From an optimization exercise on the open Yosys and OpenROAD flow, aimed at small area and a short achievable clock period; shortcuts taken in it are not production practice. The RTL of this run was laid out without a check of its function. Power and IR drop assume default switching activity.

### flow/design.v
`timescale 1ns/1ps
`default_nettype none
module lead_zero_count
(
    input  wire  [105:0] fract,
    output logic [6:0]   count
);
    logic [127:0] x;
    logic [63:0]  v1;  logic [63:0]  c1;    
    logic [31:0]  v2;  logic [63:0]  c2;    
    logic [15:0]  v3;  logic [47:0]  c3;    
    logic [7:0]   v4;  logic [31:0]  c4;    
    logic [3:0]   v5;  logic [19:0]  c5;    
    logic [1:0]   v6;  logic [11:0]  c6;    
    assign x = {fract, 1'b1, 21'b0};
    always_comb
    begin
        for (int i = 0; i < 64; i++)
        begin
            v1[i] = x[2*i+1] | x[2*i];
            c1[i] = ~x[2*i+1];
        end
        for (int i = 0; i < 32; i++)
        begin
            v2[i] = v1[2*i+1] | v1[2*i];
            c2[2*i+:2] = v1[2*i+1] ? {1'b0, c1[2*i+1]} : {1'b1, c1[2*i]};
        end
        for (int i = 0; i < 16; i++)
        begin
            v3[i] = v2[2*i+1] | v2[2*i];
            c3[3*i+:3] = v2[2*i+1] ? {1'b0, c2[2*(2*i+1)+:2]} : {1'b1, c2[2*(2*i)+:2]};
        end
        for (int i = 0; i < 8; i++)
        begin
            v4[i] = v3[2*i+1] | v3[2*i];
            c4[4*i+:4] = v3[2*i+1] ? {1'b0, c3[3*(2*i+1)+:3]} : {1'b1, c3[3*(2*i)+:3]};
        end
        for (int i = 0; i < 4; i++)
        begin
            v5[i] = v4[2*i+1] | v4[2*i];
            c5[5*i+:5] = v4[2*i+1] ? {1'b0, c4[4*(2*i+1)+:4]} : {1'b1, c4[4*(2*i)+:4]};
        end
        for (int i = 0; i < 2; i++)
        begin
            v6[i] = v5[2*i+1] | v5[2*i];
            c6[6*i+:6] = v5[2*i+1] ? {1'b0, c5[5*(2*i+1)+:5]} : {1'b1, c5[5*(2*i)+:5]};
        end
        count = v6[1] ? {1'b0, c6[11:6]} : {1'b1, c6[5:0]};
    end
endmodule
`default_nettype wire
`timescale 1ns/1ps
`default_nettype none
module normalizer
(
    input  wire  [105:0] fract_in,
    input  wire  [10:0]  exp_in,
    output logic [52:0]  trunc_out,    
    output logic         guard_out,    
    output logic         sticky_out,   
    output logic [10:0]  exp_out,      
    output logic [10:0]  exp_inc_out,  
    output logic         denorm_out,
    output logic         kill_out,     
    output logic         exp_ovf_out,  
    output logic         exp_top_out   
);
    logic [10:0]  e1;        
    logic [6:0]   lz;
    logic [6:0]   sh;        
    logic [7:0]   eq;        
    logic [7:0]   gt;        
    logic [7:0]   lt;        
    assign e1 = {exp_in[10:1], exp_in[0] | ~|exp_in[10:1]};
    lead_zero_count u_lzc
    (
        .fract (fract_in),
        .count (lz)
    );
    always_comb
    begin
        eq[7] = ~|e1[10:7];
        gt[7] = 1'b0;
        lt[7] = |e1[10:7];
        for (int k = 6; k >= 0; k--)
        begin
            sh[k]  = lt[k+1] ? lz[k] : gt[k+1] ? e1[k] : (lz[k] & e1[k]);
            gt[k]  = gt[k+1] | (eq[k+1] & lz[k] & ~e1[k]);
            lt[k]  = lt[k+1] | (eq[k+1] & ~lz[k] & e1[k]);
            eq[k]  = eq[k+1] & (lz[k] == e1[k]);
        end
    end
    logic [105:0] p5, p3, p1, p0;
    logic [3:0]   d5, d3, d1;
    logic [3:0]   drop;
    always_comb
    begin
        for (int j = 0; j < 4; j++)
        begin
            d5[j] = sh[6:5] == 2'(j);
            d3[j] = sh[4:3] == 2'(j);
            d1[j] = sh[2:1] == 2'(j);
        end
        for (int i = 0; i < 106; i++)
        begin
            p5[i] = ((i >= 74) ? fract_in[i] : (d5[0] & fract_in[i])) |
                    ((i >= 32) ? (d5[1] & fract_in[i-32]) : 1'b0) |
                    ((i >= 64) ? (d5[2] & fract_in[i-64]) : 1'b0) |
                    ((i >= 96) ? (d5[3] & fract_in[i-96]) : 1'b0);
            p3[i] = ((i >= 98) ? p5[i] : (d3[0] & p5[i])) |
                    ((i >= 8)  ? (d3[1] & p5[i-8])  : 1'b0) |
                    ((i >= 16) ? (d3[2] & p5[i-16]) : 1'b0) |
                    ((i >= 24) ? (d3[3] & p5[i-24]) : 1'b0);
            p1[i] = ((i >= 104) ? p3[i] : (d1[0] & p3[i])) |
                    ((i >= 2) ? (d1[1] & p3[i-2]) : 1'b0) |
                    ((i >= 4) ? (d1[2] & p3[i-4]) : 1'b0) |
                    ((i >= 6) ? (d1[3] & p3[i-6]) : 1'b0);
            p0[i] = (i >= 105) ? (p1[i] | (sh[0] & p1[i-1])) :
                    (i >= 1)   ? (sh[0] ? p1[i-1] : p1[i]) : (p1[i] & ~sh[0]);
        end
        drop[3] = d5[0] & (|fract_in[20:1] | (fract_in[0] & |sh[4:0]));
        drop[2] = (~d3[3] & |p5[28:21]) | ((d3[0] | d3[1]) & |p5[36:29]) |
                  (d3[0] & |p5[44:37]);
        drop[1] = (~d1[3] & |p3[46:45]) | ((d1[0] | d1[1]) & |p3[48:47]) |
                  (d1[0] & |p3[50:49]);
        drop[0] = ~sh[0] & p1[51];
    end
    assign trunc_out   = p0[105:53];
    assign guard_out   = p0[52];
    assign sticky_out  = |drop;
    assign denorm_out  = gt[0];
    assign exp_out     = exp_in + 11'd1 - {4'b0, sh};
    assign exp_inc_out = exp_in + 11'd2 - {4'b0, sh};
    assign kill_out    = ~|exp_in & ~fract_in[105] & ~fract_in[104];
    assign exp_ovf_out = fract_in[105] & (&exp_in[10:1]);
    assign exp_top_out = (&exp_in[10:2]) &
                         ((fract_in[105] & (exp_in[1:0] == 2'd1 | exp_in[1:0] == 2'd2)) |
                          (~fract_in[105] & fract_in[104] & exp_in[1]) |
                          (fract_in[105:103] == 3'b001 & exp_in[1:0] == 2'd3));
endmodule
`default_nettype wire
`timescale 1ns/1ps
`default_nettype none
module rounder
(
    input  wire          clk,
    input  wire          reset,
    input  wire          sign,
    input  wire  [1:0]   r_mode,
    input  wire  [52:0]  in_trunc,
    input  wire          in_guard,
    input  wire          in_sticky,
    input  wire  [10:0]  in_exp,       
    input  wire  [10:0]  in_exp_inc,   
    input  wire          in_denorm,
    input  wire          in_kill,
    input  wire          in_exp_ovf,
    input  wire          in_exp_top,   
    output logic [52:0]  fract_out,
    output logic [10:0]  exp_out,
    output logic         dn_out,
    output logic         ine_out,
    output logic         overflow_out,
    output logic         infinite_out
);
    logic        inexact;
    logic        round_inc;
    logic        carry;
    logic [52:0] fract_rnd;
    logic        overflow;
    logic        to_inf;
    logic [52:0] fract_next;
    logic [10:0] exp_next;
    assign inexact = in_guard | in_sticky;
    always_comb
    begin
        case (r_mode)
            2'd0:    round_inc = in_guard & (in_sticky | in_trunc[0]);
            2'd1:    round_inc = 1'b0;
            2'd2:    round_inc = inexact & ~sign;
            default: round_inc = inexact & sign;
        endcase
    end
    assign carry     = round_inc & (&in_trunc);
    assign fract_rnd = (in_trunc + {52'b0, round_inc}) | {carry, 52'b0};
    assign overflow = in_exp_ovf | (carry & in_exp_top);
    assign to_inf   = overflow & ((r_mode == 2'd0) | ((r_mode == 2'd2) & ~sign) |
                                  ((r_mode == 2'd3) & sign));
    always_comb
    begin
        if (to_inf | in_kill)
            fract_next = '0;
        else if (overflow)
            fract_next = '1;
        else
            fract_next = fract_rnd;
        if (to_inf)
            exp_next = 11'h7FF;
        else if (overflow)
            exp_next = 11'h7FE;
        else if (in_kill)
            exp_next = 11'd1;
        else
            exp_next = carry ? in_exp_inc : in_exp;
    end
    always_ff @(posedge clk)
    begin
        if (reset)
        begin
            fract_out    <= '0;
            exp_out      <= '0;
            dn_out       <= 1'b0;
            ine_out      <= 1'b0;
            overflow_out <= 1'b0;
            infinite_out <= 1'b0;
        end
        else
        begin
            fract_out    <= fract_next;
            exp_out      <= exp_next;
            dn_out       <= in_denorm;
            ine_out      <= (inexact & ~in_kill) | overflow;
            overflow_out <= overflow;
            infinite_out <= to_inf;
        end
    end
endmodule
`default_nettype wire
`timescale 1ns/1ps
`default_nettype none
module norm_rnd
(
    input  wire          clk,
    input  wire          reset,
    input  wire  [105:0] fract_in,
    input  wire  [10:0]  exp_in,
    input  wire          sign,
    input  wire  [1:0]   r_mode,
    output logic [52:0]  fract_out,
    output logic [10:0]  exp_out,
    output logic         dn_out,
    output logic         ine_out,
    output logic         overflow_out,
    output logic         infinite_out
);
    logic [52:0] nb_trunc;
    logic        nb_guard;
    logic        nb_sticky;
    logic [10:0] nb_exp;
    logic [10:0] nb_exp_inc;
    logic        nb_denorm;
    logic        nb_kill;
    logic        nb_exp_ovf;
    logic        nb_exp_top;
    normalizer u_normalizer
    (
        .fract_in    (fract_in),
        .exp_in      (exp_in),
        .trunc_out   (nb_trunc),
        .guard_out   (nb_guard),
        .sticky_out  (nb_sticky),
        .exp_out     (nb_exp),
        .exp_inc_out (nb_exp_inc),
        .denorm_out  (nb_denorm),
        .kill_out    (nb_kill),
        .exp_ovf_out (nb_exp_ovf),
        .exp_top_out (nb_exp_top)
    );
    rounder u_rounder
    (
        .clk          (clk),
        .reset        (reset),
        .sign         (sign),
        .r_mode       (r_mode),
        .in_trunc     (nb_trunc),
        .in_guard     (nb_guard),
        .in_sticky    (nb_sticky),
        .in_exp       (nb_exp),
        .in_exp_inc   (nb_exp_inc),
        .in_denorm    (nb_denorm),
        .in_kill      (nb_kill),
        .in_exp_ovf   (nb_exp_ovf),
        .in_exp_top   (nb_exp_top),
        .fract_out    (fract_out),
        .exp_out      (exp_out),
        .dn_out       (dn_out),
        .ine_out      (ine_out),
        .overflow_out (overflow_out),
        .infinite_out (infinite_out)
    );
endmodule
`default_nettype wire
### flow/flow/run.sh
#!/bin/bash
# The standard layout, with plain buf_1 cells as the port buffers instead of
# the delay cells buffer_ports picks by default. Every port still gets its
# own buffer.
set -euo pipefail
export BUFFER_PORTS_ARGS="-buffer_cell sky130_fd_sc_hd__buf_1"
bash standard.sh > standard_flow.log 2>&1
### flow/standard.sh
#!/bin/bash
# synth_recipe.tcl (not shown) runs the flow's synth.tcl, then flattens the netlist and writes it again
# the make line also repeats each setting of config.mk as NAME=value (left out here)
make -C /OpenROAD-flow-scripts/flow DESIGN_CONFIG=/design/flow/config.mk WORK_HOME=/design/flow/orfs CLKGATE_MAP_FILE= SYNTH_SCRIPT=/design/flow/synth_recipe.tcl "${@:-finish}"
### flow/config.mk
export PLATFORM = sky130hd
export DESIGN_NAME = norm_rnd
export DESIGN_NICKNAME = norm_rnd
export VERILOG_FILES = /design/flow/design.v
export SDC_FILE = /design/flow/constraint.sdc
export NUM_CORES = 4
export LEC_CHECK = 0
export ABC_AREA = 1
export CAP_MARGIN = 20
export CORE_MARGIN = 2
export CORE_UTILIZATION = 30
export SETUP_SLACK_MARGIN = 5
export SLEW_MARGIN = 20
export TNS_END_PERCENT = 100
### flow/constraint.sdc
create_clock -name core_clock -period 14.0 [get_ports {clk}]
set_input_delay 2.8000 -clock core_clock [delete_from_list [all_inputs] [get_ports {clk}]]
set_output_delay 2.8000 -clock core_clock [all_outputs]
set_load 0.01 [all_outputs]
==> metrics.cfg <==
[clock_tree]
path_clk_slew_ps=60
cts_tree=done
cts_buffers=9
cts_buffer_depth=2
holdBufCountCts=0
cts_root_buf=clkbuf_16
cts_htree_levels=3
clock-sinks=68

[floorplanning]
die-area_um2=47600
io_pins=190
core_area_um2=45400
row_count=78
die_h_um=218
initial_utilization=0.303
die_w_um=218

[placed_design]
dp_cells=3510
dp_hpwl_um=49900
gp_congestion=1.11
port_buffers=189
place_ws_ps=4160

[timing]
setup_viol=0
layout_min_cycle_time_ps=8640
slew_viol_final=0
hold_viol=0
max_freq_ghz=0.116
fin_setup_tns_ps=0
worst_pin_slew_ps=955
period_share=0.617
hold_ws_ps=2740
worst_slack_ps=5360
relSlewSlack=0.357
rsz0062_at_grt=true

[final_layout]
fin_cells=3545
antenna-diode-count=0
areaGrowthSynthToFinish_pct=12.3
nets=3099
drive_gt1_frac=0.0543

[worst_hold_path]
worstHoldPathCells=3
worst_hold_path_type=primary input to register

[power_and_ir_drop]
power_mw=0.944
vdd_drop_max_v=0.0000603
cellPowerDensity_nw_per_um2=61.0
leakagePower_nw=7.60

[setup_path]
worst-path-stages=37
cp_common_cell=nand2_1
path_class=primary input to register
worst_ep_arrival_time_ps=8850
cp.required_ps=14220
critPathBufInv=6
worst_path_max_delay_cell=buf_4
endpoint_kind=register
cp_slowest_stage_delay_ps=690
crit_family=simple AND/OR/NAND/NOR gates
path_max_fanout=76
start_kind=primary input

[synth]
synth_seq_cells=68
ys_seq_area_frac=0.0989
syn-num-nets=2989
syn_inst=2830
synth_cell_types=48
synth_area_um2=13800
yosys_warnings=3
syn_area_per_cell_um2=4.87

[detailed_routing]
via_per_inst=5.36
drt-total-wl_um=64100
route.vias.total=18987
antenna_left=0
wire_per_inst_um=18.1
dr.pass1.iters=6
drc=0
drt_iter0_drc=2171

[grt]
antenna_found_initial=1
grt_overflow=0
grt_pass1_vias=16949
grt_use_total=0.258
grt_pass1_wl_um=95500
grt_max_degree=93

[run_status]
outcome=finished clean

[flow_run]
max-cap-violations=0

cell usage after synthesis, drive strengths merged:
cell type | number | area (µm²)
and3 | 1 | 6.26
o2111ai | 2 | 17.5
o21bai | 2 | 15.0
clkbuf | 16 | 60.1
a41oi | 2 | 17.5
nand2 | 944 | 3630
or2 | 4 | 25.0
o22ai | 1 | 6.26
a21oi | 54 | 278
o221ai | 2 | 17.5
ha | 35 | 438
o31ai | 2 | 15.0
nor2 | 807 | 3200
xnor2 | 5 | 43.8
nand4 | 52 | 325
dfxtp | 68 | 1360
o21ai | 65 | 337
nand3b | 2 | 15.0
inv | 200 | 751
xor2 | 42 | 368
buf | 102 | 593
fa | 2 | 40.0
and2 | 2 | 12.5
nor4 | 6 | 37.5
a31oi | 4 | 25.0
o211ai | 11 | 82.6
nor2b | 1 | 6.26
a31o | 1 | 8.76
nor3 | 9 | 50.1
nand3 | 382 | 1950
o311ai | 2 | 17.5
a221oi | 2 | 17.5
state kept, by name, summed over array words and instances, names as in the netlist:
name and cells:
u_rounder.overflow_out 1, u_rounder.ine_out 1, u_rounder.infinite_out 1, u_rounder.dn_out 1, u_rounder.fract_out 53, u_rounder.exp_out 11
cells in the final DEF, fill, tap and decap left out, types with 11 or more instances in the layout:
cell type  netlist  layout
buf_1           21     189
ha_1            35      34
dfxtp_1         68      68
o21ai_0         55      54
clkbuf_16        0      11
xor2_1          42      42
nor2_4           7      18
inv_1          189     188
nand2_2         25      21
nand2_1        916     913
a21oi_1         52      52
nand3_1        375     371
o211ai_1        11      11
nor2_1         764     757
nor2_2          34      34
buf_4           17      11
nand4_1         52      52
metal layers:
metal,up-vias,track usage,part of all wire
li1,9191,-,-
met1,8438,0.323,0.39
met2,1130,0.414,0.44
met3,226,0.0523,0.11
met4,2,0.138,0.059
met5,-,0,0.00019
final cells by class:
type	count	area, µm²
clock inverter	6	95.1
clock buffer	10	239
sequential	68	1360
tap	600	751
inverter	200	757
multi-input combinational	2451	11300
fill	5274	29900
timing repair inverter	1	5.00
timing repair buffer	209	977
power breakdown:
part	total (mW)	internal (mW)	switching (mW)
Clock	0.252	0.162	0.0896
Combinational	0.471	0.135	0.336
Sequential	0.221	0.214	0.00671
logic make-up after synthesis:
| kind of cell | after synthesis | synth area share |
|---|---|---|
| XOR/XNOR | 47 | 0.0299 |
| AO/OA/AOI/OAI | 150 | 0.0621 |
| buffers and inverters | 318 | 0.102 |
| flip-flops | 68 | 0.0989 |
| AND/OR/NAND/NOR | 2210 | 0.673 |
| adder cells (fa/ha/maj) | 37 | 0.0347 |
stage by stage:
stage | util | instance area, µm²
2_1_floorplan | - | 13800
3_3_place_gp | 0.323 | 14700
5_1_grt | 0.341 | 15500
6_report | 0.341 | 15500
3_5_place_dp | 0.323 | 14700
4_1_cts | 0.334 | 15100
worst paths after layout:
path         start                            endpoint  slack [ps]
max   fract_in[56]  u_rounder.fract_out[32]$_SDFF_PP0_        5360
min           sign   u_rounder.infinite_out$_SDFF_PP0_        2740
what timing repair did:
action | 4_1_cts | 5_1_grt
cloned | 3 | 7
pin swaps | 4 | 8
buffers inserted | 7 | 2
endpoints found under the setup margin | 54 | 67
resized for setup | 13 | 44

-- port drivers added, routing unchanged --
No port has a modelled driver above. Below, the same layout with a new extraction and two added sets of constraints. Step 1, drivers: a clkbuf_16 drives clk and a buf_2 each remaining input, both assumed. Step 2 adds t to the input delays and takes it off the output delays; t is the mean of the earliest and latest rising clock arrival at the registers after step 1. Input paths then give back, and output paths get back, about the clock's delay inside the block. Three values: no drivers, after step 1, after step 2; two values: the first two.
shift t [ns]: 0.385
setup slack, ns: 5.361 / 5.389 / 5.004
worst setup path after step 2: input to register
worst register clock-pin slew, ns: 0.06 / 0.06
pins driven straight from the clock port: 1
After both steps this run still meets setup and hold. For this run, drivers alone change the setup slack by +0.028 ns; drivers and shift together by -0.357 ns.
